Context: an optimization exercise on an open-source flow, tuned for small area. The choices shown serve that exercise and are no tape-out recipe. RTL that was checked went through simulation tests only; none was proved equivalent to the original. No functional check of the RTL was part of runs 5 and 6. No activity file was given, so power comes from the tool's default toggle rates.

<file path="design/flow/run.sh">
#!/bin/bash
# synth_recipe.tcl (not shown) runs the flow's synth.tcl, then flattens the netlist and writes it again
# the make line also repeats each setting of config.mk as NAME=value (left out here)
make -C /OpenROAD-flow-scripts/flow DESIGN_CONFIG=/design/flow/config.mk WORK_HOME=/design/flow/orfs CLKGATE_MAP_FILE= SYNTH_SCRIPT=/design/flow/synth_recipe.tcl finish
</file>
<file path="design/flow/config.mk">
export PLATFORM = sky130hd
export DESIGN_NAME = pixel_generator
export DESIGN_NICKNAME = pixel_generator
export VERILOG_FILES = /design/flow/design.v
export SDC_FILE = /design/flow/constraint.sdc
export NUM_CORES = 4
export LEC_CHECK = 0
export CAP_MARGIN = 20
export CORE_MARGIN = 2
export CORE_UTILIZATION = 40
export CTS_BUF_LIST = sky130_fd_sc_hd__clkbuf_2 sky130_fd_sc_hd__clkbuf_4 sky130_fd_sc_hd__clkbuf_8
export PLACE_DENSITY = 0.6
export SLEW_MARGIN = 20
</file>
<file path="design/flow/constraint.sdc">
create_clock -name core_clock -period 5.0 [get_ports {out_stream_aclk}]
set_input_delay 1.0000 -clock core_clock [delete_from_list [all_inputs] [get_ports {out_stream_aclk}]]
set_output_delay 1.0000 -clock core_clock [all_outputs]
set_load 0.01 [all_outputs]
</file>
<file path="design/flow/design.v">
package pixgen_pkg;
    localparam logic [1:0] axil_okay = 2'b00;
endpackage
`timescale 1ns/1ns
module axil_regfile (
    input  logic                            out_stream_aclk,
    input  logic                            periph_resetn,
    input  logic [8-1:0]  s_axi_lite_awaddr,
    input  logic                            s_axi_lite_awvalid,
    output logic                            s_axi_lite_awready,
    input  logic [32-1:0]       s_axi_lite_wdata,
    input  logic                            s_axi_lite_wvalid,
    output logic                            s_axi_lite_wready,
    output logic                            s_axi_lite_bvalid,
    output logic [1:0]                      s_axi_lite_bresp,
    input  logic                            s_axi_lite_bready,
    input  logic [8-1:0]  s_axi_lite_araddr,
    input  logic                            s_axi_lite_arvalid,
    output logic                            s_axi_lite_arready,
    output logic                            s_axi_lite_rvalid,
    output logic [32-1:0]       s_axi_lite_rdata,
    output logic [1:0]                      s_axi_lite_rresp,
    input  logic                            s_axi_lite_rready,
    output logic                            run
);
    localparam int idx_w = $clog2(8);
    logic [8-1:0][32-1:0] ring;
    logic [idx_w-1:0] phase;
    logic             clean;
    logic             wr_go;
    logic             rd_ok;
    logic [32-1:0] ring_in;
    assign wr_go = s_axi_lite_awvalid && s_axi_lite_wvalid && clean &&
                   (s_axi_lite_awaddr[2 +: idx_w] == phase);
    assign rd_ok = clean && !s_axi_lite_rvalid &&
                   (s_axi_lite_araddr[2 +: idx_w] == phase);
    assign s_axi_lite_awready = wr_go;
    assign s_axi_lite_wready  = wr_go;
    assign s_axi_lite_arready = rd_ok;
    assign s_axi_lite_bresp   = pixgen_pkg::axil_okay;
    assign s_axi_lite_rresp   = pixgen_pkg::axil_okay;
    always_comb begin
        if (wr_go) begin
            ring_in = s_axi_lite_wdata;
        end else if (clean) begin
            ring_in = ring[8-1];
        end else begin
            ring_in = '0;
        end
    end
    always_ff @(posedge out_stream_aclk) begin
        ring <= {ring[8-2:0], ring_in};
    end
    always_ff @(posedge out_stream_aclk) begin
        if (!periph_resetn) begin
            phase <= '0;
            clean <= 1'b0;
        end else begin
            phase <= phase + 1'b1;
            if (phase == idx_w'(8 - 1)) begin
                clean <= 1'b1;
            end
        end
    end
    always_ff @(posedge out_stream_aclk) begin
        if (!s_axi_lite_rvalid) begin
            s_axi_lite_rdata <= ring[8-1];
        end
    end
    always_ff @(posedge out_stream_aclk) begin
        if (!periph_resetn) begin
            s_axi_lite_rvalid <= 1'b0;
        end else if (s_axi_lite_arvalid && rd_ok) begin
            s_axi_lite_rvalid <= 1'b1;
        end else if (s_axi_lite_rready) begin
            s_axi_lite_rvalid <= 1'b0;
        end
    end
    always_ff @(posedge out_stream_aclk) begin
        if (!periph_resetn) begin
            s_axi_lite_bvalid <= 1'b0;
        end else if (wr_go) begin
            s_axi_lite_bvalid <= 1'b1;
        end else if (s_axi_lite_bready) begin
            s_axi_lite_bvalid <= 1'b0;
        end
    end
    always_ff @(posedge out_stream_aclk) begin
        if (!periph_resetn) begin
            run <= 1'b0;
        end else if (wr_go && (phase == '0)) begin
            run <= s_axi_lite_wdata[0];
        end
    end
endmodule
`timescale 1ns/1ns
module tile_raster (
    input  logic                       out_stream_aclk,
    input  logic                       periph_resetn,
    input  logic                       run,
    input  logic                       tready,
    output logic [5-1:0]     x,
    output logic [5-1:0]     y,
    output logic                       tvalid
);
    localparam logic [5-1:0] x_last = 5'(24 - 1);
    localparam logic [5-1:0] y_last = 5'(24 - 1);
    always_ff @(posedge out_stream_aclk) begin
        if (!periph_resetn) begin
            x      <= '0;
            y      <= '0;
            tvalid <= 1'b0;
        end else if (!tvalid) begin
            tvalid <= run;
        end else if (tready) begin
            if (x == x_last) begin
                x <= '0;
                if (y == y_last) begin
                    y      <= '0;
                    tvalid <= run;
                end else begin
                    y <= y + 1'b1;
                end
            end else begin
                x <= x + 1'b1;
            end
        end
    end
endmodule
`timescale 1ns/1ns
module gradient_shader (
    input  logic [5-1:0] y,
    output logic [7:0]             gray
);
    always_comb begin
        case (y)
            5'd0:  gray = 8'd255;
            5'd1:  gray = 8'd250;
            5'd2:  gray = 8'd246;
            5'd3:  gray = 8'd241;
            5'd4:  gray = 8'd237;
            5'd5:  gray = 8'd232;
            5'd6:  gray = 8'd228;
            5'd7:  gray = 8'd223;
            5'd8:  gray = 8'd219;
            5'd9:  gray = 8'd214;
            5'd10: gray = 8'd210;
            5'd11: gray = 8'd205;
            5'd12: gray = 8'd201;
            5'd13: gray = 8'd196;
            5'd14: gray = 8'd192;
            5'd15: gray = 8'd187;
            5'd16: gray = 8'd183;
            5'd17: gray = 8'd178;
            5'd18: gray = 8'd174;
            5'd19: gray = 8'd169;
            5'd20: gray = 8'd165;
            5'd21: gray = 8'd160;
            5'd22: gray = 8'd156;
            default: gray = 8'd0;
        endcase
    end
endmodule
`timescale 1ns/1ns
module pixel_packer (
    input  logic [5-1:0]        x,
    input  logic [5-1:0]        y,
    input  logic [7:0]                    gray,
    output logic [32-1:0]     out_stream_tdata,
    output logic [32/8-1:0]   out_stream_tkeep,
    output logic                          out_stream_tlast,
    output logic [0:0]                    out_stream_tuser
);
    assign out_stream_tdata    = {8'h00, gray, gray, gray};
    assign out_stream_tkeep    = '1;
    assign out_stream_tlast    = (x == 5'(24 - 1));
    assign out_stream_tuser[0] = (x == '0) && (y == '0);
endmodule
`timescale 1ns/1ns
module pixel_generator (
    input  logic                            out_stream_aclk,
    input  logic                            periph_resetn,
    output logic [32-1:0]       out_stream_tdata,
    output logic [32/8-1:0]     out_stream_tkeep,
    output logic                            out_stream_tlast,
    input  logic                            out_stream_tready,
    output logic                            out_stream_tvalid,
    output logic [0:0]                      out_stream_tuser,
    input  logic [8-1:0]  s_axi_lite_araddr,
    output logic                            s_axi_lite_arready,
    input  logic                            s_axi_lite_arvalid,
    input  logic [8-1:0]  s_axi_lite_awaddr,
    output logic                            s_axi_lite_awready,
    input  logic                            s_axi_lite_awvalid,
    input  logic                            s_axi_lite_bready,
    output logic [1:0]                      s_axi_lite_bresp,
    output logic                            s_axi_lite_bvalid,
    output logic [32-1:0]       s_axi_lite_rdata,
    input  logic                            s_axi_lite_rready,
    output logic [1:0]                      s_axi_lite_rresp,
    output logic                            s_axi_lite_rvalid,
    input  logic [32-1:0]       s_axi_lite_wdata,
    output logic                            s_axi_lite_wready,
    input  logic                            s_axi_lite_wvalid
);
    logic                    run;
    logic [5-1:0]  x;
    logic [5-1:0]  y;
    logic [7:0]              gray;
    axil_regfile regs0 (
        .out_stream_aclk    (out_stream_aclk),
        .periph_resetn      (periph_resetn),
        .s_axi_lite_awaddr  (s_axi_lite_awaddr),
        .s_axi_lite_awvalid (s_axi_lite_awvalid),
        .s_axi_lite_awready (s_axi_lite_awready),
        .s_axi_lite_wdata   (s_axi_lite_wdata),
        .s_axi_lite_wvalid  (s_axi_lite_wvalid),
        .s_axi_lite_wready  (s_axi_lite_wready),
        .s_axi_lite_bvalid  (s_axi_lite_bvalid),
        .s_axi_lite_bresp   (s_axi_lite_bresp),
        .s_axi_lite_bready  (s_axi_lite_bready),
        .s_axi_lite_araddr  (s_axi_lite_araddr),
        .s_axi_lite_arvalid (s_axi_lite_arvalid),
        .s_axi_lite_arready (s_axi_lite_arready),
        .s_axi_lite_rvalid  (s_axi_lite_rvalid),
        .s_axi_lite_rdata   (s_axi_lite_rdata),
        .s_axi_lite_rresp   (s_axi_lite_rresp),
        .s_axi_lite_rready  (s_axi_lite_rready),
        .run                (run)
    );
    tile_raster raster0 (
        .out_stream_aclk (out_stream_aclk),
        .periph_resetn   (periph_resetn),
        .run             (run),
        .tready          (out_stream_tready),
        .x               (x),
        .y               (y),
        .tvalid          (out_stream_tvalid)
    );
    gradient_shader shader0 (
        .y    (y),
        .gray (gray)
    );
    pixel_packer packer0 (
        .x                 (x),
        .y                 (y),
        .gray              (gray),
        .out_stream_tdata  (out_stream_tdata),
        .out_stream_tkeep  (out_stream_tkeep),
        .out_stream_tlast  (out_stream_tlast),
        .out_stream_tuser  (out_stream_tuser)
    );
endmodule
</file>
==> results.ini, run 1 <==
[sta]
slew_violations = 0
layout_min_cycle_time_ns = 3.88
worst_pin_slew_ns = 0.853
fmaxAchievable_mhz = 258
slew_headroom = 0.430
rsz0062_at_grt = false
finalHoldViolCount = 0
fin_crit_sh = 0.775
setup_tns_ns = 0
setup_violations = 0
fin_skew_ns = 0.0349

[detailed_routing]
route.vias.total = 4407
ant_nets = 0
vias_per_cell = 4.25
drc = 0
routedWlPerCell_um = 13.1
drt_wl_total_um = 13600
drt_iter0_markers = 176
dr.pass1.iters = 5

[worst_setup_path]
arrival_ns = 2.88
path_class = input pin to output port
critPathMaxFanout = 4
crit_path_start_kind = input pin
critPathRequiredTime_ns = 4.00
end_kind = output port

[clocking]
insertion_delay_ns = 0.55
cts_tree = yes
post-cts-setup-buffer-count = 0
cts_sinks = 314
cts_made_buffers = 47
cts_hold_buf = 0
cts_root_buffer = clkbuf_8
h-tree-depth = 2
clockBufferDepth = 3
cts_resized = 0
path_clk_slew_ns = 0.06

[power_and_ir_drop]
switching_share = 0.195
clkPwrFrac = 0.455
power.total_mw = 4.78
p_seq_frac = 0.533
cellLeakagePower_nw = 4.26
power.internal_mw = 3.85
power_frac_comb = 0.012
power_switching_mw = 0.930
ir_drop_uv = 181
p_per_area_nw_per_um2 = 454

[yosys]
synth_edf_count = 32
synth_cell_types = 52
netlist.top_cell.by_area = dfxtp_1
synth_top_area_share = 0.681
synth_cells = 603
yosysWarnings = 3
synth_area_leaders = dfxtp_1 (68%), edfxtp_1 (12%), nand2_1 (3.4%)
syn_area_sq_um = 8290
syn_area_per_cell_sq_um = 13.7
ys_ff_latch = 314
synthArstFlopShare = 0
yosysSeqAreaShare = 0.797
ys.flop_type = dfxtp_1

[layout]
area.sequential_sq_um = 6610
fillCellCount = 1780
final_layout_size_suffix_gt1_frac = 0.133
finalNetCount = 798
stdcell_count = 1036
syn_to_final_growth_pct = 27.0
multi_input_area_sq_um = 1360
diodes = 0

[placement]
place_congestion = 0.791
place_hpwl_um = 8330
placed_cells = 950
io_buffer_count = 109

[global_routing]
grt_max_degree = 46
grt_pass1_wl_um = 21800
grt_overflow_total = 0
antenna_found_initial = 0
track_usage = 0.125
grt_pass1_vias = 4377

[die]
rows = 52
initial_core_util = 0.408
core_sq_um = 20300
die_area_sq_um = 21900
die_width_um = 148
ios = 136
fp.dieH_um = 148

[job]
maxCapViolations = 0

[hold_path]
hp-class = flop to flop

[run_status]
outcome = finished clean

-- metal layers --
| metal | share of wire | vias up | wire [um] | GRT usage |
|---|---|---|---|---|
| met5 | 0 | - | 0 | 0 |
| met2 | 0.45 | 135 | 6170 | 0.194 |
| met1 | 0.46 | 2058 | 6240 | 0.162 |
| li1 | - | 2193 | - | - |
| met4 | 0.019 | 0 | 261 | 0.0481 |
| met3 | 0.067 | 21 | 907 | 0.0451 |
-- cell usage after synthesis, drive strengths merged (2+ instances only) --
cell / count
dfxtp: 282
nand2: 76
buf: 40
o21ai: 40
edfxtp: 32
inv: 16
nor2: 16
ha: 13
clkbuf: 9
xor2: 8
nand3: 7
and2: 5
nor4: 5
a21oi: 4
a211oi: 3
a2bb2oi: 3
a31oi: 3
nor2b: 3
or2: 3
a31o: 2
and4: 2
conb: 2
mux2i: 2
nand3b: 2
nor3: 2
or4: 2
xnor2: 2
-- kinds of logic (layout without fill, tap and decap cells) --
| group | count (synthesis) | count (layout) | share of synthesized area |
|---|---|---|---|
| DFF | 314 | 314 | 0.797 |
| and+or+nand+nor | 129 | 129 | 0.0738 |
| AOI/OAI and AO/OA | 67 | 67 | 0.0488 |
| buffers and inverters | 65 | 214 | 0.0454 |
| adders and majority gates | 13 | 13 | 0.0196 |
| xor gates and xnor gates | 10 | 10 | 0.0106 |
| muxes | 3 | 3 | 0.00377 |
| other | 2 | 16 | 0.000906 |
-- state kept, by name (all words and copies together) (netlist names), 3 cells and up --
| name | count |
|---|---|
| regs0.ring | 256 |
| regs0.s_axi_lite_rdata | 32 |
| gray | 8 |
| raster0.x | 5 |
| raster0.y | 5 |
| regs0.phase | 3 |
-- critical path, stage by stage --
cell and delay [ns]:
clkdlybuf4s50_1 0.42, xor2_1 0.16, nor4_2 0.63, clkdlybuf4s50_1 0.67
-- final cells by class --
type | count | area share
clock buffers | 77 | 0.0912
clock inverters | 9 | 0.00761
inverters | 16 | 0.00571
multi-input cells | 238 | 0.130
flip-flops and latches | 314 | 0.628
well taps | 270 | 0.0321
repair buffers | 112 | 0.106
-- metrics by stage --
stage	setup WS [ns]	cell area (sq um)	hold slack, ns	util
2_1_floorplan	1.78	8340	0.310	-
6_report	1.12	10500	0.313	0.518
3_5_place_dp	1.05	9480	0.312	0.467
3_3_place_gp	1.09	9480	0.310	0.467
4_1_cts	1.05	10500	0.302	0.518
5_1_grt	1.01	10500	0.314	0.518
-- power by group through the flow --
stage	clock [mW]	combinational [mW]	sequential (mW)
after floorplan	0	0.0256	2.60
after global placement	0	0.0558	2.60
after detailed placement	0	0.0566	2.60
after CTS	2.26	0.0572	2.54
after global routing	2.37	0.0622	2.54
final	2.18	0.0570	2.54
-- cells in the final DEF (no fill, tap or decap), types with 4 or more instances in the layout --
| master | instances |
|---|---|
| dfxtp_1 | 281 |
| clkdlybuf4s50_1 | 109 |
| nand2_1 | 76 |
| clkbuf_8 | 61 |
| o21ai_0 | 39 |
| edfxtp_1 | 32 |
| conb_1 | 16 |
| clkbuf_4 | 16 |
| nor2_1 | 15 |
| inv_1 | 13 |
| ha_1 | 13 |
| xor2_1 | 8 |
| nand3_1 | 7 |
| and2_1 | 5 |
| clkinv_2 | 5 |
| a21oi_1 | 4 |
-- path summary, 6_finish.rpt --
path                            end  cells past startpoint  slack [ns]            startpoint
setup / recovery  s_axi_lite_wready                      4        1.12  s_axi_lite_awaddr[3]
hold / removal       regs0.ring[84]                      0        0.31        regs0.ring[52]
setup reg to reg            gray[3]                      8        2.43          raster0.x[0]
hold reg to reg      regs0.ring[84]                      0        0.31        regs0.ring[52]
==> run 2, diff against run 1 <==
--- a/design/flow/config.mk
+++ b/design/flow/config.mk
@@ -8,6 +8,5 @@
 export CAP_MARGIN = 20
 export CORE_MARGIN = 2
 export CORE_UTILIZATION = 40
-export CTS_BUF_LIST = sky130_fd_sc_hd__clkbuf_2 sky130_fd_sc_hd__clkbuf_4 sky130_fd_sc_hd__clkbuf_8
 export PLACE_DENSITY = 0.6
 export SLEW_MARGIN = 20
==> results.ini, run 2 <==
[run_status]
outcome = finished clean  ; unchanged

[power_and_ir_drop]
cellLeakagePower_nw = 4.21  ; was 4.26 nW
power_frac_comb = 0.012  ; about the same
p_seq_frac = 0.520  ; was 0.533
clkPwrFrac = 0.468  ; was 0.455
p_per_area_nw_per_um2 = 465  ; was 454 nW/um^2
power.internal_mw = 3.93  ; was 3.85 mW
power_switching_mw = 0.957  ; was 0.930 mW
ir_drop_uv = 240  ; was 181 uV
switching_share = 0.196  ; was 0.195

[yosys]
synth_cells = 603  ; unchanged
synth_cell_types = 52  ; unchanged
yosysWarnings = 3  ; unchanged
syn_area_per_cell_sq_um = 13.7  ; unchanged
synth_area_leaders = dfxtp_1 (68%), edfxtp_1 (12%), nand2_1 (3.4%)  ; unchanged
ys.flop_type = dfxtp_1  ; unchanged
synth_edf_count = 32  ; unchanged
yosysSeqAreaShare = 0.797  ; unchanged
synth_top_area_share = 0.681  ; unchanged
syn_area_sq_um = 8290  ; unchanged
synthTopCellsByCount = dfxtp_1 (282), nand2_1 (76), o21ai_0 (39)  ; unchanged
ys_ff_latch = 314  ; unchanged
yosysMostFrequentCell = dfxtp_1  ; unchanged
synthArstFlopShare = 0  ; unchanged
netlist.top_cell.by_area = dfxtp_1  ; unchanged

[hold_path]
hp-class = flop to flop  ; unchanged
hold_end = regs0.ring[158]  ; was regs0.ring[84]
min_from = regs0.ring[126]  ; was regs0.ring[52]
hold_depth = 0  ; unchanged

[clocking]
cts_sinks = 314  ; unchanged
cts_made_buffers = 30  ; was 47
post-cts-setup-buffer-count = 0  ; unchanged
cts_tree = yes  ; unchanged
cts_hold_buf = 0  ; unchanged
h-tree-depth = 1  ; was 2
clockBufferDepth = 3  ; unchanged
cts_root_buffer = clkbuf_16  ; was clkbuf_8
cts_resized = 0  ; unchanged
insertion_delay_ns = 0.55  ; about the same
path_clk_slew_ns = 0.07  ; was 0.06 ns

[global_routing]
met3_usage = 0.0333  ; was 0.0451
grtUsageMet1 = 0.161  ; was 0.162
grt_pass1_wl_um = 21300  ; was 21800 um
grt_pass1_vias = 4206  ; was 4377
antenna_found_initial = 0  ; unchanged
track_usage = 0.121  ; was 0.125
grt_overflow_total = 0  ; unchanged
grt_max_degree = 46  ; unchanged
grt-busiest-layer = met2  ; unchanged
use_met2 = 0.193  ; was 0.194

[detailed_routing]
route.vias.total = 4348  ; was 4407
dr.pass1.iters = 4  ; was 5
ant_nets = 0  ; unchanged
routedWlPerCell_um = 13.2  ; was 13.1 um
vias_per_cell = 4.32  ; was 4.25
drt_iter0_markers = 173  ; was 176
drc = 0  ; unchanged
drt_wl_total_um = 13300  ; was 13600 um

[job]
maxCapViolations = 0  ; unchanged

[worst_setup_path]
r2r_end = gray[3]  ; unchanged
cpPeakStageDelay_ns = 0.66  ; was 0.67 ns
critPathMaxFanout = 4  ; unchanged
arrival_ns = 2.85  ; was 2.88 ns
path_class = input pin to output port  ; unchanged
critPathRequiredTime_ns = 4.00  ; about the same
path_cells = clkdlybuf4s50_1, xor2_1, nor4_2, clkdlybuf4s50_1  ; unchanged
critPathBufInv = 2  ; unchanged
path_delay_family = buffers and inverters  ; unchanged
crit_cells = 4  ; unchanged
r2r_cells = 8  ; unchanged
reg2reg_slack_ns = 2.44  ; was 2.43 ns
end_kind = output port  ; unchanged
reg2reg_from = raster0.x[0]  ; unchanged
slowest_stage = clkdlybuf4s50_1  ; unchanged
crit_path_start_kind = input pin  ; unchanged
cp_common_cell = clkdlybuf4s50_1  ; unchanged

[layout]
finalNetCount = 781  ; was 798
postLayoutCoreUtil = 0.518  ; about the same
syn_to_final_growth_pct = 26.9  ; was 27.0%
layout_commonest_cell = dfxtp_1  ; unchanged
final_cell_mix = dfxtp_1 (281), clkdlybuf4s50_1 (109), nand2_1 (76), o21ai_0 (39), edfxtp_1 (32)  ; was dfxtp_1 (281), clkdlybuf4s50_1 (109), nand2_1 (76), clkbuf_8 (61), o21ai_0 (39)
fillCellCount = 1777  ; was 1780
diodes = 0  ; unchanged
design_area_sq_um = 10500  ; about the same
area.sequential_sq_um = 6610  ; unchanged
largest_reg_flops = 256  ; unchanged
regMostFlops = regs0.ring  ; unchanged
multi_input_area_sq_um = 1360  ; unchanged
final_layout_size_suffix_gt1_frac = 0.0883  ; was 0.133

[placement]
place_hpwl_um = 8330  ; unchanged
place_congestion = 0.791  ; unchanged
io_buffer_count = 109  ; unchanged
place_area_sq_um = 9480  ; unchanged
pre_cts_slack_ns = 1.05  ; unchanged

[sta]
setup_violations = 0  ; unchanged
fin_crit_sh = 0.771  ; was 0.775
rsz0062_at_grt = false  ; unchanged
slew_headroom = 0.425  ; was 0.430
slew_violations = 0  ; unchanged
setup_ws_ns = 1.15  ; was 1.12 ns
layout_min_cycle_time_ns = 3.85  ; was 3.88 ns
fin_skew_ns = 0.0170  ; was 0.0349 ns
fmaxAchievable_mhz = 260  ; was 258 MHz
worst_pin_slew_ns = 0.861  ; was 0.853 ns
setup_tns_ns = 0  ; unchanged
finalHoldViolCount = 0  ; unchanged

[die]
fp.dieH_um = 148  ; unchanged
core_sq_um = 20300  ; unchanged
ios = 136  ; unchanged
initial_core_util = 0.408  ; unchanged
die_width_um = 148  ; unchanged
rows = 52  ; unchanged
die_area_sq_um = 21900  ; unchanged

==> run 2: cell counts after synthesis <==
No cell type changed its count.
==> run 2: layer usage <==
layer | routed length, um | up-vias
li1 | - | 2160
met4 | 293 | 0
met1 | 6160 | 2043
met5 | 0 | -
met2 | 6050 | 118
met3 | 819 | 27
==> run 2: worst max path at each step <==
stage	from	endpoint
after global placement	s_axi_lite_awaddr[3]	s_axi_lite_wready
after CTS	s_axi_lite_awaddr[3]	s_axi_lite_wready
after detailed placement	s_axi_lite_awaddr[3]	s_axi_lite_wready
after floorplan	s_axi_lite_awaddr[3]	s_axi_lite_wready
after global routing	s_axi_lite_awaddr[3]	s_axi_lite_wready
final	s_axi_lite_awaddr[3]	s_axi_lite_wready
==> run 2: kinds of logic (layout without fill, tap and decap cells) <==
| kind of cell | Yosys count | in the layout | share of synthesized area |
|---|---|---|---|
| other cells | 2 | 16 | 0.000906 |
| fa+ha+maj | 13 | 13 | 0.0196 |
| compound gates | 67 | 67 | 0.0488 |
| buf+inv | 65 | 184 | 0.0454 |
| flops | 314 | 314 | 0.797 |
| xor+xnor | 10 | 10 | 0.0106 |
| simple gates | 129 | 129 | 0.0738 |
| mux | 3 | 3 | 0.00377 |
==> run 2: per-stage QoR <==
step	power (mW)	cells	hold slack (ns)
finish	4.89	1006	0.315
global route	5.06	1006	0.322
CTS	4.96	1006	0.315
detailed placement	2.66	950	0.312
global placement	2.65	950	0.310
floorplan	2.62	617	0.310
==> run 2: area by class of cell <==
| type | count | share of cell area |
|---|---|---|
| well taps | 270 | 0.0321 |
| multi-input cells | 238 | 0.130 |
| repair buffers | 112 | 0.106 |
| clock buffers | 38 | 0.0761 |
| clock inverters | 18 | 0.0226 |
| inverters | 16 | 0.00571 |
| flip-flops and latches | 314 | 0.628 |
==> run 2: power by group through the flow <==
stage                     logic [mW]  clock network, mW  registers, mW
after floorplan               0.0256                  0           2.60
after global placement        0.0558                  0           2.60
after detailed placement      0.0566                  0           2.60
after CTS                     0.0570               2.36           2.54
after global routing          0.0621               2.46           2.54
final                         0.0569               2.29           2.54
==> run 2: worst reg2reg max path: cells and delay by family (launching register included) <==
kind / cells / cell delay, ns
and+or+nand+nor: 4 / 1.07
adders and majority gates: 2 / 0.46
AOI/OAI and AO/OA: 2 / 0.51
DFF: 1 / 0.41
==> run 3, diff against run 2 <==
--- a/design/flow/design.v
+++ b/design/flow/design.v
@@ -132,34 +132,31 @@
     input  logic [5-1:0] y,
     output logic [7:0]             gray
 );
-    always_comb begin
-        case (y)
-            5'd0:  gray = 8'd255;
-            5'd1:  gray = 8'd250;
-            5'd2:  gray = 8'd246;
-            5'd3:  gray = 8'd241;
-            5'd4:  gray = 8'd237;
-            5'd5:  gray = 8'd232;
-            5'd6:  gray = 8'd228;
-            5'd7:  gray = 8'd223;
-            5'd8:  gray = 8'd219;
-            5'd9:  gray = 8'd214;
-            5'd10: gray = 8'd210;
-            5'd11: gray = 8'd205;
-            5'd12: gray = 8'd201;
-            5'd13: gray = 8'd196;
-            5'd14: gray = 8'd192;
-            5'd15: gray = 8'd187;
-            5'd16: gray = 8'd183;
-            5'd17: gray = 8'd178;
-            5'd18: gray = 8'd174;
-            5'd19: gray = 8'd169;
-            5'd20: gray = 8'd165;
-            5'd21: gray = 8'd160;
-            5'd22: gray = 8'd156;
-            default: gray = 8'd0;
-        endcase
-    end
+    assign gray =
+        (y == 5'd0) ? 8'd255 :
+        (y == 5'd1) ? 8'd250 :
+        (y == 5'd2) ? 8'd246 :
+        (y == 5'd3) ? 8'd241 :
+        (y == 5'd4) ? 8'd237 :
+        (y == 5'd5) ? 8'd232 :
+        (y == 5'd6) ? 8'd228 :
+        (y == 5'd7) ? 8'd223 :
+        (y == 5'd8) ? 8'd219 :
+        (y == 5'd9) ? 8'd214 :
+        (y == 5'd10) ? 8'd210 :
+        (y == 5'd11) ? 8'd205 :
+        (y == 5'd12) ? 8'd201 :
+        (y == 5'd13) ? 8'd196 :
+        (y == 5'd14) ? 8'd192 :
+        (y == 5'd15) ? 8'd187 :
+        (y == 5'd16) ? 8'd183 :
+        (y == 5'd17) ? 8'd178 :
+        (y == 5'd18) ? 8'd174 :
+        (y == 5'd19) ? 8'd169 :
+        (y == 5'd20) ? 8'd165 :
+        (y == 5'd21) ? 8'd160 :
+        (y == 5'd22) ? 8'd156 :
+        8'd0;
 endmodule
 `timescale 1ns/1ns
 module pixel_packer (
==> design/flow/flow/run.sh (new file) <==
#!/bin/bash
# Standard layout, with small port buffers and a leaner clock tree.
set -euo pipefail
export BUFFER_PORTS_ARGS="-buffer_cell sky130_fd_sc_hd__buf_1"
export CTS_ARGS="-sink_clustering_enable -repair_clock_nets -dont_use_dummy_load -buf_list sky130_fd_sc_hd__clkbuf_16 -sink_clustering_size 32 -sink_clustering_max_diameter 60"
bash standard.sh > standard.log 2>&1
==> design/flow/standard.sh (new file) <==
#!/bin/bash
# synth_recipe.tcl (not shown) runs the flow's synth.tcl, then flattens the netlist and writes it again
# the make line also repeats each setting of config.mk as NAME=value (left out here)
make -C /OpenROAD-flow-scripts/flow DESIGN_CONFIG=/design/flow/config.mk WORK_HOME=/design/flow/orfs CLKGATE_MAP_FILE= SYNTH_SCRIPT=/design/flow/synth_recipe.tcl "${@:-finish}"
--- a/design/flow/config.mk
+++ b/design/flow/config.mk
@@ -7,6 +7,6 @@
 export LEC_CHECK = 0
 export CAP_MARGIN = 20
 export CORE_MARGIN = 2
-export CORE_UTILIZATION = 40
-export PLACE_DENSITY = 0.6
+export CORE_UTILIZATION = 60
+export PLACE_DENSITY = 0.75
 export SLEW_MARGIN = 20
removed: design/flow/run.sh
==> results.ini, run 3 <==
[sta]
layout_min_cycle_time_ns = 3.70  ; was 3.85 ns
slew_violations = 0  ; unchanged
worst_pin_slew_ns = 0.735  ; was 0.861 ns
rsz0062_at_grt = false  ; unchanged
fin_skew_ns = 0.0437  ; was 0.0170 ns
finalHoldViolCount = 0  ; unchanged
fmaxAchievable_mhz = 270  ; was 260 MHz
slew_headroom = 0.509  ; was 0.425
fin_crit_sh = 0.740  ; was 0.771
setup_tns_ns = 0  ; unchanged
setup_violations = 0  ; unchanged

[detailed_routing]
routedWlPerCell_um = 13.6  ; was 13.2 um
drc = 0  ; unchanged
route.vias.total = 4188  ; was 4348
m1WireLength_um = 5590  ; was 6160 um
route.met2.wl_um = 5560  ; was 6050 um
ant_nets = 0  ; unchanged
dr.pass1.iters = 4  ; unchanged
route.met3.wl_um = 559  ; was 819 um
dr.max_layer_used = met4  ; unchanged
vias_per_cell = 4.79  ; was 4.32
drt_wl_total_um = 11900  ; was 13300 um
drt_iter0_markers = 255  ; was 173

[yosys]
synth_cells = 616  ; was 603
syn_area_sq_um = 8230  ; was 8290 sq um
synth_edf_count = 32  ; unchanged
netlist.top_cell.by_area = dfxtp_1  ; unchanged
syn_area_per_cell_sq_um = 13.4  ; was 13.7 sq um
synth_cell_types = 52  ; unchanged
yosysSeqAreaShare = 0.783  ; was 0.797
synth_top_area_share = 0.667  ; was 0.681
ys_ff_latch = 306  ; was 314
synthTopCellsByCount = dfxtp_1 (274), nand2_1 (80), o21ai_0 (37)  ; was dfxtp_1 (282), nand2_1 (76), o21ai_0 (39)
ys.flop_type = dfxtp_1  ; unchanged
synthArstFlopShare = 0  ; unchanged
synth_area_leaders = dfxtp_1 (67%), edfxtp_1 (12%), nand2_1 (3.6%)  ; was dfxtp_1 (68%), edfxtp_1 (12%), nand2_1 (3.4%)
yosysMostFrequentCell = dfxtp_1  ; unchanged
yosysWarnings = 2  ; was 3

[global_routing]
antenna_found_initial = 0  ; unchanged
grt_max_degree = 45  ; was 46
grt_pass1_wl_um = 19100  ; was 21300 um
grt_overflow_total = 0  ; unchanged
track_usage = 0.163  ; was 0.121
grt_pass1_vias = 4066  ; was 4206

[hold_path]
hold_depth = 0  ; unchanged
min_from = regs0.ring[127]  ; was regs0.ring[126]
hold_end = regs0.ring[159]  ; was regs0.ring[158]
hp-class = flop to flop  ; unchanged

[die]
ios = 136  ; unchanged
die_width_um = 121  ; was 148 um
initial_core_util = 0.619  ; was 0.408
fp.dieH_um = 121  ; was 148 um
rows = 42  ; was 52
core_sq_um = 13300  ; was 20300 sq um
die_area_sq_um = 14700  ; was 21900 sq um

[layout]
largest_reg_flops = 256  ; unchanged
final_cell_mix = dfxtp_1 (274), buf_1 (109), nand2_1 (80), o21ai_0 (37), edfxtp_1 (32)  ; was dfxtp_1 (281), clkdlybuf4s50_1 (109), nand2_1 (76), o21ai_0 (39), edfxtp_1 (32)
layout_commonest_cell = dfxtp_1  ; unchanged
finalNetCount = 766  ; was 781
syn_to_final_growth_pct = 8.51  ; was 26.9%
design_area_sq_um = 8930  ; was 10500 sq um
diodes = 0  ; unchanged
final_layout_size_suffix_gt1_frac = 0.0330  ; was 0.0883
regMostFlops = regs0.ring  ; unchanged

[worst_setup_path]
reg2reg_from = raster0.y[0]  ; was raster0.x[0]
r2r_cells = 6  ; was 8
r2r_end = raster0.y[4]  ; was gray[3]
critPathRequiredTime_ns = 4.00  ; about the same
cpPeakStageDelay_ns = 0.51  ; was 0.66 ns
end_kind = output port  ; unchanged
slowest_stage = or4_1  ; was clkdlybuf4s50_1
critPathMaxFanout = 13  ; was 4
crit_path_start_kind = flop  ; was input pin
arrival_ns = 2.70  ; was 2.85 ns
cp_common_cell = ha_1  ; was clkdlybuf4s50_1
path_class = flop to output port  ; was input pin to output port
critPathBufInv = 2  ; unchanged
path_cells = ha_1, inv_1, nor2_1, ha_1, or4_1, o221a_2, o211ai_1, nand3_1, buf_1  ; was clkdlybuf4s50_1, xor2_1, nor4_2, clkdlybuf4s50_1
path_delay_family = simple AND/OR/NAND/NOR gates  ; was buffers and inverters
reg2reg_slack_ns = 2.93  ; was 2.44 ns

[power_and_ir_drop]
p_per_area_nw_per_um2 = 411  ; was 465 nW/um^2
cellLeakagePower_nw = 3.42  ; was 4.21 nW
ir_drop_uv = 294  ; was 240 uV

[clocking]
clockBufferDepth = 3  ; unchanged
cts_sinks = 306  ; was 314
cts_resized = 0  ; unchanged
cts_root_buffer = clkbuf_16  ; unchanged
cts_hold_buf = 0  ; unchanged
h-tree-depth = 1  ; unchanged
insertion_delay_ns = 0.47  ; was 0.55 ns
post-cts-setup-buffer-count = 0  ; unchanged
cts_tree = yes  ; unchanged
path_clk_slew_ns = 0.10  ; was 0.07 ns
cts_made_buffers = 14  ; was 30

[placement]
place_hpwl_um = 7600  ; was 8330 um
place_congestion = 0.798  ; was 0.791
io_buffer_count = 109  ; unchanged
place_area_sq_um = 8580  ; was 9480 sq um

[job]
maxCapViolations = 0  ; unchanged

[run_status]
outcome = finished clean  ; unchanged

run 3: cell families after synthesis:
kind of cell             Yosys count  synth area share
multiplexers                       3           0.00365
flip-flops                       306             0.783
AO/OA/AOI/OAI                     72            0.0528
adder cells (fa/ha/maj)           10            0.0152
AND/OR/NAND/NOR                  145            0.0856
buffers and inverters             70            0.0500
other                              2          0.000913
XOR/XNOR                           8           0.00851
run 3: stage by stage:
step	total power [mW]	hold slack [ns]	utilization	worst slack, ns	cells
after detailed placement	2.57	0.312	0.645	1.76	860
after global placement	2.57	0.310	0.645	1.87	860
final	3.67	0.296	0.672	1.30	874
after CTS	3.69	0.300	0.672	1.29	874
after floorplan	2.56	0.310	-	1.84	630
after global routing	3.79	0.289	0.672	1.04	874
run 3: layer usage:
layer,GRT usage,vias to the layer above
met5,0,-
met3,0.0282,13
li1,-,2121
met2,0.275,90
met4,0.0385,0
met1,0.220,1964
run 3: final cells by class:
class / count / area (sq um)
inverter: 11 / 41.3
timing repair buffer: 113 / 439
clock buffer: 14 / 350
fill: 983 / 4370
tap: 176 / 220
sequential: 306 / 6450
multi-input combinational: 254 / 1430
run 3: how the worst max path moves through the flow:
stage	cells after the start	startpoint	slack, ns	endpoint
after global placement	9	raster0.y[0]	1.87	out_stream_tdata[4]
final	9	raster0.y[0]	1.30	out_stream_tdata[20]
after CTS	9	raster0.y[0]	1.29	out_stream_tdata[20]
after global routing	9	raster0.y[0]	1.04	out_stream_tdata[20]
after floorplan	11	raster0.y[0]	1.84	out_stream_tdata[12]
after detailed placement	9	raster0.y[0]	1.76	out_stream_tdata[20]
run 3: where the power goes:
part / total [mW] / internal, mW / switching [mW]
clock: 1.16 / 0.506 / 0.652
sequential: 2.48 / 2.47 / 0.00321
combinational: 0.0336 / 0.0142 / 0.0194
total: 3.67 / 2.99 / 0.674
==> run 4, diff against run 3 <==
==> design/flow/flow/run.sh (replaced) <==
#!/bin/bash
# Standard layout, with small port buffers and a leaner clock tree.
set -euo pipefail
export BUFFER_PORTS_ARGS="-buffer_cell sky130_fd_sc_hd__buf_1"
export CTS_ARGS="-sink_clustering_enable -repair_clock_nets -dont_use_dummy_load -buf_list sky130_fd_sc_hd__clkbuf_8 -sink_clustering_size 20 -sink_clustering_max_diameter 50"
bash standard.sh > standard.log 2>&1
==> results.ini, run 4 <==
[run_status]
outcome = finished clean  ; unchanged

[yosys]
synth_top_family_by_area = simple AND/OR/NAND/NOR gates  ; unchanged
synth_cell_types = 52  ; unchanged
yosysSeqAreaShare = 0.783  ; unchanged
ys.flop_type = dfxtp_1  ; unchanged
syn_area_per_cell_sq_um = 13.4  ; unchanged
synthTopCellsByCount = dfxtp_1 (274), nand2_1 (80), o21ai_0 (37)  ; unchanged
synth_edf_count = 32  ; unchanged
yosysWarnings = 2  ; unchanged
synth_xor_area_frac = 0.00851  ; unchanged
yosysMostFrequentCell = dfxtp_1  ; unchanged
synth_area_leaders = dfxtp_1 (67%), edfxtp_1 (12%), nand2_1 (3.6%)  ; unchanged
synthArstFlopShare = 0  ; unchanged
ys_ff_latch = 306  ; unchanged
synth_cells = 616  ; unchanged
synth_compound_area_frac = 0.0528  ; unchanged
netlist.top_cell.by_area = dfxtp_1  ; unchanged
synth_top_area_share = 0.667  ; unchanged
synth_fa_ha_area_frac = 0.0152  ; unchanged
syn_area_sq_um = 8230  ; unchanged
synth.mux.area_fraction = 0.00365  ; unchanged
yosys.area_share.simple = 0.0856  ; unchanged

[clocking]
h-tree-depth = 1  ; unchanged
path_clk_slew_ns = 0.10  ; about the same
insertion_delay_ns = 0.50  ; was 0.47 ns
cts_made_buffers = 20  ; was 14
cts_tree = yes  ; unchanged
post-cts-setup-buffer-count = 0  ; unchanged
cts_hold_buf = 0  ; unchanged
cts_resized = 0  ; unchanged
cts_root_buffer = clkbuf_8  ; was clkbuf_16
clockBufferDepth = 3  ; unchanged
cts_sinks = 306  ; unchanged

[worst_setup_path]
critPathMaxFanout = 13  ; unchanged
end_kind = output port  ; unchanged
arrival_ns = 2.73  ; was 2.70 ns
path_class = flop to output port  ; unchanged
cp_common_cell = ha_1  ; unchanged
cpPeakStageDelay_ns = 0.51  ; about the same
path_cells = ha_1, inv_1, nor2_1, ha_1, or4_1, o221a_2, o211ai_1, nand3_1, buf_1  ; unchanged
critPathRequiredTime_ns = 4.00  ; about the same
crit_path_start_kind = flop  ; unchanged
slowest_stage = or4_1  ; unchanged

[die]
die_area_sq_um = 14700  ; unchanged
fp.dieH_um = 121  ; unchanged
ios = 136  ; unchanged
initial_core_util = 0.619  ; unchanged
rows = 42  ; unchanged
die_width_um = 121  ; unchanged
core_sq_um = 13300  ; unchanged

[layout]
regMostFlops = regs0.ring  ; unchanged
diodes = 0  ; unchanged
design_area_sq_um = 8850  ; was 8930 sq um
layout_commonest_cell = dfxtp_1  ; unchanged
stdcell_count = 880  ; was 874
final_layout_size_suffix_gt1_frac = 0.0412  ; was 0.0330
largest_reg_flops = 256  ; unchanged
final_cell_mix = dfxtp_1 (274), buf_1 (109), nand2_1 (80), o21ai_0 (37), edfxtp_1 (32)  ; unchanged
finalNetCount = 772  ; was 766
fillCellCount = 1001  ; was 983
area.sequential_sq_um = 6450  ; unchanged
multi_input_area_sq_um = 1430  ; unchanged
syn_to_final_growth_pct = 7.60  ; was 8.51%

[sta]
rsz0062_at_grt = false  ; unchanged
fmaxAchievable_mhz = 268  ; was 270 MHz
finalHoldViolCount = 0  ; unchanged
fin_skew_ns = 0.0351  ; was 0.0437 ns
setup_ws_ns = 1.27  ; was 1.30 ns
setup_violations = 0  ; unchanged
worst_pin_slew_ns = 0.751  ; was 0.735 ns
slew_violations = 0  ; unchanged
slew_headroom = 0.499  ; was 0.509
fin_crit_sh = 0.747  ; was 0.740
setup_tns_ns = 0  ; unchanged
layout_min_cycle_time_ns = 3.73  ; was 3.70 ns

[detailed_routing]
ant_nets = 0  ; unchanged
route.vias.total = 4235  ; was 4188
routedWlPerCell_um = 13.4  ; was 13.6 um
drt_iter0_markers = 308  ; was 255
vias_per_cell = 4.81  ; was 4.79
drt_wl_total_um = 11800  ; was 11900 um
drc = 0  ; unchanged
dr.pass1.iters = 4  ; unchanged

[placement]
place_hpwl_um = 7600  ; unchanged
place_area_sq_um = 8580  ; unchanged
place_congestion = 0.798  ; unchanged
pre_cts_slack_ns = 1.76  ; unchanged
io_buffer_count = 109  ; unchanged
placed_cells = 860  ; unchanged

[global_routing]
grt_max_degree = 45  ; unchanged
grt_pass1_wl_um = 19100  ; about the same
grt_pass1_vias = 4194  ; was 4066
antenna_found_initial = 0  ; unchanged
grt_overflow_total = 0  ; unchanged
track_usage = 0.163  ; unchanged

[power_and_ir_drop]
cellLeakagePower_nw = 3.40  ; was 3.42 nW
ir_drop_uv = 268  ; was 294 uV
p_per_area_nw_per_um2 = 396  ; was 411 nW/um^2

[job]
maxCapViolations = 0  ; unchanged

[hold_path]
hp-class = flop to flop  ; unchanged

[run 4: cell counts after synthesis]
No cell type changed its count.
[run 4: cells by family after synthesis]
| family | Yosys count |
|---|---|
| AO/OA/AOI/OAI | 72 |
| XOR/XNOR | 8 |
| flip-flops | 306 |
| multiplexers | 3 |
| adder cells (fa/ha/maj) | 10 |
| other | 2 |
| buffers and inverters | 70 |
| AND/OR/NAND/NOR | 145 |
[run 4: stage by stage]
step	total power, mW	hold WS (ns)	utilization
floorplan	2.56	0.310	-
global placement	2.57	0.310	0.645
detailed placement	2.57	0.312	0.645
CTS	3.55	0.309	0.666
global route	3.64	0.310	0.666
finish	3.50	0.304	0.666
[run 4: area by class of cell]
type                            count  area share
Tap cell                          176      0.0249
Clock buffer                       20      0.0311
Sequential cell                   306       0.728
Inverter                           11     0.00466
Timing Repair Buffer              113      0.0496
Multi-Input combinational cell    254       0.162
[run 4: worst paths after layout]
kind | slack, ns | cells past startpoint | start | endpoint
worst min-delay path | 0.30 | 0 | regs0.ring[63] | regs0.ring[95]
worst max-delay path | 1.27 | 9 | raster0.y[0] | out_stream_tdata[20]
worst max register to register | 2.93 | 6 | raster0.y[0] | raster0.y[4]
worst min register to register | 0.30 | 0 | regs0.ring[63] | regs0.ring[95]
[run 4: routing by layer]
metal | vias up | global-route usage | wire length (um)
met1 | 1981 | 0.211 | 5330
li1 | 2127 | - | -
met3 | 24 | 0.0258 | 581
met4 | 0 | 0.0487 | 217
met5 | - | 0 | 0
met2 | 103 | 0.282 | 5640
[run 4: worst max-delay path: cells and delay by family, from the launching register on]
family	cells	cell delay [ns]
flops	1	0.36
compound gates	2	0.23
buf+inv	2	0.29
fa+ha+maj	2	0.68
simple gates	3	0.70
[run 4: report_power, final]
part	internal [mW]	switching [mW]	leakage, nW
Sequential	2.47	0.00321	2.60
Combinational	0.0142	0.0192	0.651
Clock	0.362	0.631	0.144
==> run 5, diff against run 4 <==
--- a/design/flow/design.v
+++ b/design/flow/design.v
@@ -24,53 +24,83 @@
     output logic                            run
 );
     localparam int idx_w = $clog2(8);
+    localparam int last  = 8 - 1;
     logic [8-1:0][32-1:0] ring;
-    logic [idx_w-1:0] phase;
+    logic [idx_w-1:0] enter;
+    logic [idx_w-1:0] turn;
+    logic             parked;
     logic             clean;
+    logic             wr_req;
     logic             wr_go;
-    logic             rd_ok;
+    logic             park;
+    logic             unpark;
+    logic             bypass;
+    logic             turn_end;
     logic [32-1:0] ring_in;
-    assign wr_go = s_axi_lite_awvalid && s_axi_lite_wvalid && clean &&
-                   (s_axi_lite_awaddr[2 +: idx_w] == phase);
-    assign rd_ok = clean && !s_axi_lite_rvalid &&
-                   (s_axi_lite_araddr[2 +: idx_w] == phase);
+    assign turn_end = (turn == idx_w'(last - 1));
+    assign wr_req = s_axi_lite_awvalid && s_axi_lite_wvalid && clean &&
+                    (s_axi_lite_awaddr[2 +: idx_w] == enter);
+    assign park   = s_axi_lite_arvalid && clean && !parked && !wr_req &&
+                    (s_axi_lite_araddr[2 +: idx_w] == enter);
+    assign unpark = parked && !s_axi_lite_rvalid && (turn == '0);
+    assign bypass = park || (parked && !unpark);
+    assign wr_go  = wr_req && !unpark;
     assign s_axi_lite_awready = wr_go;
     assign s_axi_lite_wready  = wr_go;
-    assign s_axi_lite_arready = rd_ok;
+    assign s_axi_lite_arready = s_axi_lite_arvalid && park;
     assign s_axi_lite_bresp   = pixgen_pkg::axil_okay;
     assign s_axi_lite_rresp   = pixgen_pkg::axil_okay;
+    assign s_axi_lite_rdata   = ring[last];
     always_comb begin
         if (wr_go) begin
             ring_in = s_axi_lite_wdata;
-        end else if (clean) begin
-            ring_in = ring[8-1];
+        end else if (!clean) begin
+            ring_in = '0;
+        end else if (bypass) begin
+            ring_in = ring[last-1];
         end else begin
-            ring_in = '0;
-        end
-    end
-    always_ff @(posedge out_stream_aclk) begin
-        ring <= {ring[8-2:0], ring_in};
-    end
-    always_ff @(posedge out_stream_aclk) begin
-        if (!periph_resetn) begin
-            phase <= '0;
-            clean <= 1'b0;
+            ring_in = ring[last];
+        end
+    end
+    always_ff @(posedge out_stream_aclk) begin
+        ring[last-1:0] <= {ring[last-2:0], ring_in};
+        if (!bypass) begin
+            ring[last] <= ring[last-1];
+        end
+    end
+    always_ff @(posedge out_stream_aclk) begin
+        if (!periph_resetn) begin
+            enter  <= '0;
+            turn   <= '0;
+            parked <= 1'b0;
+            clean  <= 1'b0;
         end else begin
-            phase <= phase + 1'b1;
-            if (phase == idx_w'(8 - 1)) begin
+            if (unpark) begin
+                enter <= enter;
+            end else if (park || (parked && turn_end)) begin
+                enter <= enter + 2'd2;
+            end else begin
+                enter <= enter + 1'b1;
+            end
+            if (bypass && !turn_end) begin
+                turn <= turn + 1'b1;
+            end else begin
+                turn <= '0;
+            end
+            if (park) begin
+                parked <= 1'b1;
+            end else if (unpark) begin
+                parked <= 1'b0;
+            end
+            if (enter == idx_w'(last)) begin
                 clean <= 1'b1;
             end
         end
     end
     always_ff @(posedge out_stream_aclk) begin
-        if (!s_axi_lite_rvalid) begin
-            s_axi_lite_rdata <= ring[8-1];
-        end
-    end
-    always_ff @(posedge out_stream_aclk) begin
         if (!periph_resetn) begin
             s_axi_lite_rvalid <= 1'b0;
-        end else if (s_axi_lite_arvalid && rd_ok) begin
+        end else if (park) begin
             s_axi_lite_rvalid <= 1'b1;
         end else if (s_axi_lite_rready) begin
             s_axi_lite_rvalid <= 1'b0;
@@ -88,7 +118,7 @@
     always_ff @(posedge out_stream_aclk) begin
         if (!periph_resetn) begin
             run <= 1'b0;
-        end else if (wr_go && (phase == '0)) begin
+        end else if (wr_go && (enter == '0)) begin
             run <= s_axi_lite_wdata[0];
         end
     end
==> results.ini, run 5 <==
[placement]
place_congestion = 0.798  ; about the same
io_buffer_count = 109  ; unchanged
pre_cts_slack_ns = 1.64  ; was 1.76 ns
place_hpwl_um = 8170  ; was 7600 um
placed_cells = 862  ; was 860

[yosys]
synth_cell_types = 52  ; unchanged
synth_edf_count = 32  ; unchanged
syn_area_per_cell_sq_um = 12.8  ; was 13.4 sq um
ys_ff_latch = 278  ; was 306
synth_top_area_share = 0.597  ; was 0.667
synth_xor_area_frac = 0.0117  ; was 0.00851
synth_area_leaders = dfxtp_1 (60%), edfxtp_1 (12%), buf_4 (5.9%)  ; was dfxtp_1 (67%), edfxtp_1 (12%), nand2_1 (3.6%)
yosys.area_share.simple = 0.0731  ; was 0.0856
synth.mux.area_fraction = 0.0412  ; was 0.00365
synthArstFlopShare = 0  ; unchanged
yosysMostFrequentCell = dfxtp_1  ; unchanged
synth_cells = 647  ; was 616
ys.flop_type = dfxtp_1  ; unchanged
yosysWarnings = 2  ; unchanged
netlist.top_cell.by_area = dfxtp_1  ; unchanged
synth_compound_area_frac = 0.0566  ; was 0.0528
synth_fa_ha_area_frac = 0.0197  ; was 0.0152
syn_area_sq_um = 8250  ; was 8230 sq um
synthTopCellsByCount = dfxtp_1 (246), buf_4 (65), nand2_1 (49)  ; was dfxtp_1 (274), nand2_1 (80), o21ai_0 (37)
synth_top_family_by_area = buffers and inverters  ; was simple AND/OR/NAND/NOR gates
yosysSeqAreaShare = 0.713  ; was 0.783

[sta]
setup_ws_ns = 1.11  ; was 1.27 ns
fin_skew_ns = 0.0655  ; was 0.0351 ns
finalHoldViolCount = 0  ; unchanged
slew_headroom = 0.329  ; was 0.499
layout_min_cycle_time_ns = 3.89  ; was 3.73 ns
fin_crit_sh = 0.777  ; was 0.747
setup_tns_ns = 0  ; unchanged
fmaxAchievable_mhz = 257  ; was 268 MHz
slew_violations = 0  ; unchanged
setup_violations = 0  ; unchanged
worst_pin_slew_ns = 1.00  ; was 0.751 ns
rsz0062_at_grt = false  ; unchanged

[layout]
diodes = 0  ; unchanged
layout_commonest_cell = dfxtp_1  ; unchanged
stdcell_count = 881  ; was 880
final_cell_mix = dfxtp_1 (246), buf_1 (109), nand2_1 (49), nor2_1 (35), mux2i_1 (34)  ; was dfxtp_1 (274), buf_1 (109), nand2_1 (80), o21ai_0 (37), edfxtp_1 (32)
regMostFlops = regs0.ring  ; unchanged
fillCellCount = 1031  ; was 1001
finalNetCount = 776  ; was 772
largest_reg_flops = 256  ; unchanged
syn_to_final_growth_pct = 4.28  ; was 7.60%
final_layout_size_suffix_gt1_frac = 0.0511  ; was 0.0412

[worst_setup_path]
critPathRequiredTime_ns = 4.00  ; about the same
path_class = flop to output port  ; unchanged
critPathBufInv = 1  ; was 2
slowest_stage = ha_1  ; was or4_1
critPathMaxFanout = 14  ; was 13
cpPeakStageDelay_ns = 0.47  ; was 0.51 ns
arrival_ns = 2.89  ; was 2.73 ns
cp_common_cell = o21ai_0  ; was ha_1
path_delay_family = adder cells  ; was simple AND/OR/NAND/NOR gates
crit_path_start_kind = flop  ; unchanged
end_kind = output port  ; unchanged
path_cells = ha_1, and3_1, ha_1, nor2b_1, a21oi_1, o21ai_0, o21ai_0, o21ai_0, buf_1  ; was ha_1, inv_1, nor2_1, ha_1, or4_1, o221a_2, o211ai_1, nand3_1, buf_1

[power_and_ir_drop]
ir_drop_uv = 241  ; was 268 uV
cellLeakagePower_nw = 3.19  ; was 3.40 nW
power.total_mw = 3.23  ; was 3.50 mW
p_per_area_nw_per_um2 = 376  ; was 396 nW/um^2

[detailed_routing]
routedWlPerCell_um = 14.1  ; was 13.4 um
drc = 0  ; unchanged
route.vias.total = 4361  ; was 4235
dr.pass1.iters = 4  ; unchanged
drt_wl_total_um = 12500  ; was 11800 um
drt_iter0_markers = 339  ; was 308
ant_nets = 0  ; unchanged
vias_per_cell = 4.95  ; was 4.81

[global_routing]
met3_usage = 0.0324  ; was 0.0258
grt_pass1_wl_um = 19700  ; was 19100 um
grt_overflow_total = 0  ; unchanged
track_usage = 0.166  ; was 0.163
grt-busiest-layer = met2  ; unchanged
grtUsageMet1 = 0.237  ; was 0.211
use_met2 = 0.264  ; was 0.282
grt_pass1_vias = 4059  ; was 4194
antenna_found_initial = 0  ; unchanged
grt_max_degree = 34  ; was 45

[clocking]
post-cts-setup-buffer-count = 0  ; unchanged
clockBufferDepth = 3  ; unchanged
path_clk_slew_ns = 0.09  ; was 0.10 ns
cts_hold_buf = 0  ; unchanged
cts_resized = 0  ; unchanged
cts_made_buffers = 19  ; was 20
h-tree-depth = 1  ; unchanged
cts_root_buffer = clkbuf_8  ; unchanged
insertion_delay_ns = 0.50  ; about the same
cts_sinks = 278  ; was 306
cts_tree = yes  ; unchanged

[hold_path]
hp-class = flop to flop  ; unchanged

[die]
rows = 42  ; unchanged
fp.dieH_um = 121  ; about the same
die_area_sq_um = 14700  ; about the same
initial_core_util = 0.618  ; was 0.619
die_width_um = 121  ; about the same
core_sq_um = 13300  ; about the same
ios = 136  ; unchanged

[job]
maxCapViolations = 0  ; unchanged

[run_status]
outcome = finished clean  ; unchanged

run 5: cell count changes in the layout (fill, tap and decap cells not counted), sizes merged, moves of 5 or more:
cell   change
dfxtp     -28
and3       +5
xnor2      +7
mux2i     +31
inv        +5
o21ai      +5
nor2      +26
a21oi      +8
nor2b      -8
nand2     -32
nor3       +5
and2       -5
run 5: layout make-up:
class / count / area (sq um) / share of cell area
Tap cell: 176 / 220 / 0.0256
Multi-Input combinational cell: 281 / 1750 / 0.203
Clock buffer: 19 / 262 / 0.0304
Timing Repair Buffer: 112 / 432 / 0.0502
Inverter: 15 / 56.3 / 0.00654
Sequential cell: 278 / 5890 / 0.684
run 5: worst paths after layout:
kind                   from                   to  slack [ns]  cells past startpoint
min          regs0.ring[56]       regs0.ring[88]        0.31                      0
max            raster0.y[0]  out_stream_tdata[3]        1.11                      9
max reg2reg  regs0.enter[1]       regs0.ring[31]        2.58                      4
min reg2reg  regs0.ring[56]       regs0.ring[88]        0.31                      0
run 5: stage by stage:
step / hold WS, ns / area (sq um) / util
final: 0.311 / 8600 / 0.645
after global routing: 0.314 / 8600 / 0.645
after CTS: 0.315 / 8600 / 0.645
after detailed placement: 0.312 / 8340 / 0.625
after global placement: 0.310 / 8340 / 0.625
after floorplan: 0.310 / 8300 / -
run 5: cells by family (layout without fill, tap and decap cells):
kind of cell	count (synthesis)	after routing
AO/OA/AOI/OAI	79	79
XOR/XNOR	11	11
adder cells (fa/ha/maj)	13	13
buffers and inverters	102	146
flip-flops	278	278
multiplexers	34	34
other	2	16
AND/OR/NAND/NOR	128	128
run 5: worst reg2reg max path: cells and delay by family (launching register included):
family          cells  cell delay (ns)
compound gates      2             1.25
simple gates        1             0.33
flops               1             0.48
xor+xnor            1             0.19
run 5: power by group:
part	switching [mW]	internal, mW
Combinational	0.0235	0.0171
Sequential	0.00441	2.25
Clock	0.594	0.343
Total	0.622	2.61
run 5: per-layer routing:
layer / part of all wire / vias up
met3: 0.055 / 21
met1: 0.47 / 2056
met2: 0.46 / 117
met5: 0 / -
met4: 0.015 / 0
li1: - / 2167
==> run 6, diff against run 5 <==
==> design/flow/flow/run.sh (replaced) <==
#!/bin/bash
# Standard layout, with small port buffers and a leaner clock tree.
set -euo pipefail
export BUFFER_PORTS_ARGS="-buffer_cell sky130_fd_sc_hd__buf_1"
export CTS_ARGS="-sink_clustering_enable -repair_clock_nets -dont_use_dummy_load -buf_list sky130_fd_sc_hd__clkbuf_8 -sink_clustering_size 20 -sink_clustering_max_diameter 50"
export SKIP_REPAIR_TIE_FANOUT=1
bash standard.sh > standard.log 2>&1
==> results.ini, run 6 <==
[yosys]
synth_edf_count = 32  ; unchanged
synthArstFlopShare = 0  ; unchanged
synthTopCellsByCount = dfxtp_1 (246), buf_4 (65), nand2_1 (49)  ; unchanged
synth_area_leaders = dfxtp_1 (60%), edfxtp_1 (12%), buf_4 (5.9%)  ; unchanged
syn_area_sq_um = 8250  ; unchanged
ys.flop_type = dfxtp_1  ; unchanged
synth_cells = 647  ; unchanged
synth_top_area_share = 0.597  ; unchanged
syn_area_per_cell_sq_um = 12.8  ; unchanged
ys_ff_latch = 278  ; unchanged
netlist.top_cell.by_area = dfxtp_1  ; unchanged
yosysSeqAreaShare = 0.713  ; unchanged
yosysWarnings = 2  ; unchanged
synth_cell_types = 52  ; unchanged
yosysMostFrequentCell = dfxtp_1  ; unchanged

[worst_setup_path]
end_kind = output port  ; unchanged
r2r_cells = 5  ; was 4
slowest_stage = ha_1  ; unchanged
path_cells = ha_1, and3_1, ha_1, nor2b_1, a21oi_1, o21ai_0, o21ai_0, o21ai_0, buf_1  ; unchanged
critPathRequiredTime_ns = 4.00  ; about the same
r2r_end = regs0.ring[230]  ; was regs0.ring[31]
critPathMaxFanout = 14  ; unchanged
reg2reg_from = regs0.enter[2]  ; was regs0.enter[1]
path_class = flop to output port  ; unchanged
reg2reg_slack_ns = 2.66  ; was 2.58 ns
crit_path_start_kind = flop  ; unchanged
arrival_ns = 2.86  ; was 2.89 ns
cp_common_cell = o21ai_0  ; unchanged
cpPeakStageDelay_ns = 0.46  ; was 0.47 ns

[placement]
place_congestion = 0.835  ; was 0.798
io_buffer_count = 109  ; unchanged
placed_cells = 848  ; was 862
place_hpwl_um = 8260  ; was 8170 um

[die]
core_sq_um = 13300  ; unchanged
ios = 136  ; unchanged
initial_core_util = 0.618  ; unchanged
fp.dieH_um = 121  ; unchanged
die_width_um = 121  ; unchanged
rows = 42  ; unchanged
die_area_sq_um = 14700  ; unchanged

[clocking]
cts_hold_buf = 0  ; unchanged
cts_resized = 0  ; unchanged
insertion_delay_ns = 0.50  ; about the same
post-cts-setup-buffer-count = 0  ; unchanged
cts_made_buffers = 20  ; was 19
clockBufferDepth = 3  ; unchanged
cts_root_buffer = clkbuf_8  ; unchanged
cts_sinks = 278  ; unchanged
h-tree-depth = 1  ; unchanged
cts_tree = yes  ; unchanged
path_clk_slew_ns = 0.11  ; was 0.09 ns

[sta]
fin_crit_sh = 0.771  ; was 0.777
setup_tns_ns = 0  ; unchanged
slew_violations = 0  ; unchanged
worst_pin_slew_ns = 1.00  ; about the same
fin_skew_ns = 0.0793  ; was 0.0655 ns
finalHoldViolCount = 0  ; unchanged
fmaxAchievable_mhz = 259  ; was 257 MHz
layout_min_cycle_time_ns = 3.86  ; was 3.89 ns
slew_headroom = 0.330  ; was 0.329
rsz0062_at_grt = false  ; unchanged
setup_violations = 0  ; unchanged

[power_and_ir_drop]
p_seq_frac = 0.695  ; was 0.698
power_frac_comb = 0.012  ; was 0.013
cellLeakagePower_nw = 3.15  ; was 3.19 nW
clkPwrFrac = 0.293  ; was 0.290
ir_drop_uv = 237  ; was 241 uV
p_per_area_nw_per_um2 = 379  ; was 376 nW/um^2
power_switching_mw = 0.619  ; was 0.622 mW
power.total_mw = 3.25  ; was 3.23 mW
power.internal_mw = 2.63  ; was 2.61 mW
switching_share = 0.191  ; was 0.192

[detailed_routing]
drt_wl_total_um = 12600  ; was 12500 um
ant_nets = 0  ; unchanged
drc = 0  ; unchanged
drt_iter0_markers = 214  ; was 339
vias_per_cell = 5.00  ; was 4.95
routedWlPerCell_um = 14.5  ; was 14.1 um
dr.pass1.iters = 4  ; unchanged
route.vias.total = 4339  ; was 4361

[global_routing]
grt_max_degree = 34  ; unchanged
track_usage = 0.174  ; was 0.166
grt_pass1_wl_um = 20500  ; was 19700 um
antenna_found_initial = 0  ; unchanged
grt_pass1_vias = 4220  ; was 4059
grt_overflow_total = 0  ; unchanged

[hold_path]
min_from = regs0.ring[152]  ; was regs0.ring[56]
hold_end = regs0.ring[184]  ; was regs0.ring[88]
hp-class = flop to flop  ; unchanged
hold_depth = 0  ; unchanged

[layout]
finalNetCount = 763  ; was 776
postLayoutCoreUtil = 0.642  ; was 0.645
largest_reg_flops = 256  ; unchanged
final_cell_mix = dfxtp_1 (246), buf_1 (109), nand2_1 (49), nor2_1 (35), mux2i_1 (34)  ; unchanged
diodes = 0  ; unchanged
stdcell_count = 868  ; was 881
final_layout_size_suffix_gt1_frac = 0.0535  ; was 0.0511
syn_to_final_growth_pct = 3.81  ; was 4.28%
regMostFlops = regs0.ring  ; unchanged
layout_commonest_cell = dfxtp_1  ; unchanged
fillCellCount = 1017  ; was 1031

[job]
maxCapViolations = 0  ; unchanged

[run_status]
outcome = finished clean  ; unchanged

## run 6: cell types whose count changed in the layout (fill, tap and decap cells not counted), sizes merged
cell	previous run	this run
conb	16	2
clkbuf	19	20
clkinv	0	1
inv	15	14
## run 6: worst max-delay path, delay by kind of cell, from the launching register on
kind	cells	cell delay [ns]
AND/OR/NAND/NOR	2	0.44
adder cells (fa/ha/maj)	2	0.80
AO/OA/AOI/OAI	4	0.56
buffers and inverters	1	0.19
flip-flops	1	0.42
## run 6: power by group through the flow
stage	Clock (mW)	Sequential, mW	Combinational (mW)
global route	1.07	2.26	0.0449
finish	0.952	2.26	0.0394
CTS	0.991	2.26	0.0399
detailed placement	0	2.31	0.0397
floorplan	0	2.30	0.0337
global placement	0	2.31	0.0380
## run 6: worst max path at each step
stage	start	to	slack, ns
after global routing	raster0.y[0]	out_stream_tdata[19]	0.85
after detailed placement	raster0.y[0]	out_stream_tdata[19]	1.64
after CTS	raster0.y[0]	out_stream_tdata[19]	1.15
after global placement	raster0.y[0]	out_stream_tdata[11]	1.70
after floorplan	raster0.y[0]	out_stream_tdata[11]	1.57
final	raster0.y[0]	out_stream_tdata[19]	1.14
## run 6: cell type report
| type | instances | area [sq um] | share of cell area |
|---|---|---|---|
| Inverter | 15 | 56.3 | 0.00657 |
| Timing Repair Buffer | 112 | 432 | 0.0504 |
| Clock buffer | 20 | 275 | 0.0321 |
| Sequential cell | 278 | 5890 | 0.687 |
| Multi-Input combinational cell | 267 | 1700 | 0.198 |
| Tap cell | 176 | 220 | 0.0257 |
## run 6: stage by stage
stage / setup WS (ns) / hold WS (ns) / cell area [sq um]
after floorplan: 1.57 / 0.310 / 8250
after global placement: 1.70 / 0.309 / 8290
after detailed placement: 1.64 / 0.312 / 8290
after CTS: 1.15 / 0.281 / 8560
after global routing: 0.852 / 0.287 / 8560
final: 1.14 / 0.279 / 8560
## run 6: per-layer routing
layer  part of all wire  vias to the layer above  global-route usage
li1                   -                     2151                   -
met1               0.47                     2039               0.244
met5                  0                        -                   0
met3              0.047                       28              0.0258
met4              0.026                        0              0.0611
met2               0.46                      121               0.278
## run 6: cells by family after synthesis
group	Yosys count	share of synthesized area
and+or+nand+nor	128	0.0731
other	2	0.000910
muxes	34	0.0413
AOI/OAI and AO/OA	79	0.0566
DFF	278	0.713
adders and majority gates	13	0.0197
buffers and inverters	102	0.0834
xor gates and xnor gates	11	0.0117

==> what the ideal ports hide <==
In the flow no input, the clock included, has a driving cell. The finished layouts below were timed again as built, in two steps.
Step 1 sets driving cells, clkbuf_16 on the clock port and buf_2 on the other inputs (assumed; they add their load-dependent delay and slew).
Step 2 times the ports against the registers' clock, not the clock port: input delays grow and output delays shrink by t, the midpoint of the rising clock arrivals with the driver on.
a / b / c = ideal ports / drivers / drivers and shift; a / b = the first two.
run	shift t [ns]	slack for setup (ns)	hold WS [ns]	worst setup path at the end	worst slew at a driven data input, ns
run 1	0.566	1.124 / 1.104 / 1.104	0.313 / 0.313 / 0.313	input to output	0.04
run 2	0.586	1.147 / 1.127 / 1.127	0.315 / 0.315 / 0.315	input to output	0.04
run 3	0.491	1.302 / 1.262 / 1.753	0.296 / 0.296 / 0.296	register to output	0.05
run 4	0.514	1.267 / 1.232 / 1.746	0.304 / 0.304 / 0.304	register to output	0.05
run 5	0.502	1.114 / 1.078 / 1.581	0.311 / 0.311 / 0.311	register to output	0.04
run 6	0.503	1.144 / 1.110 / 1.613	0.279 / 0.279 / 0.279	register to output	0.04
After both steps setup and hold are still met in every run listed.
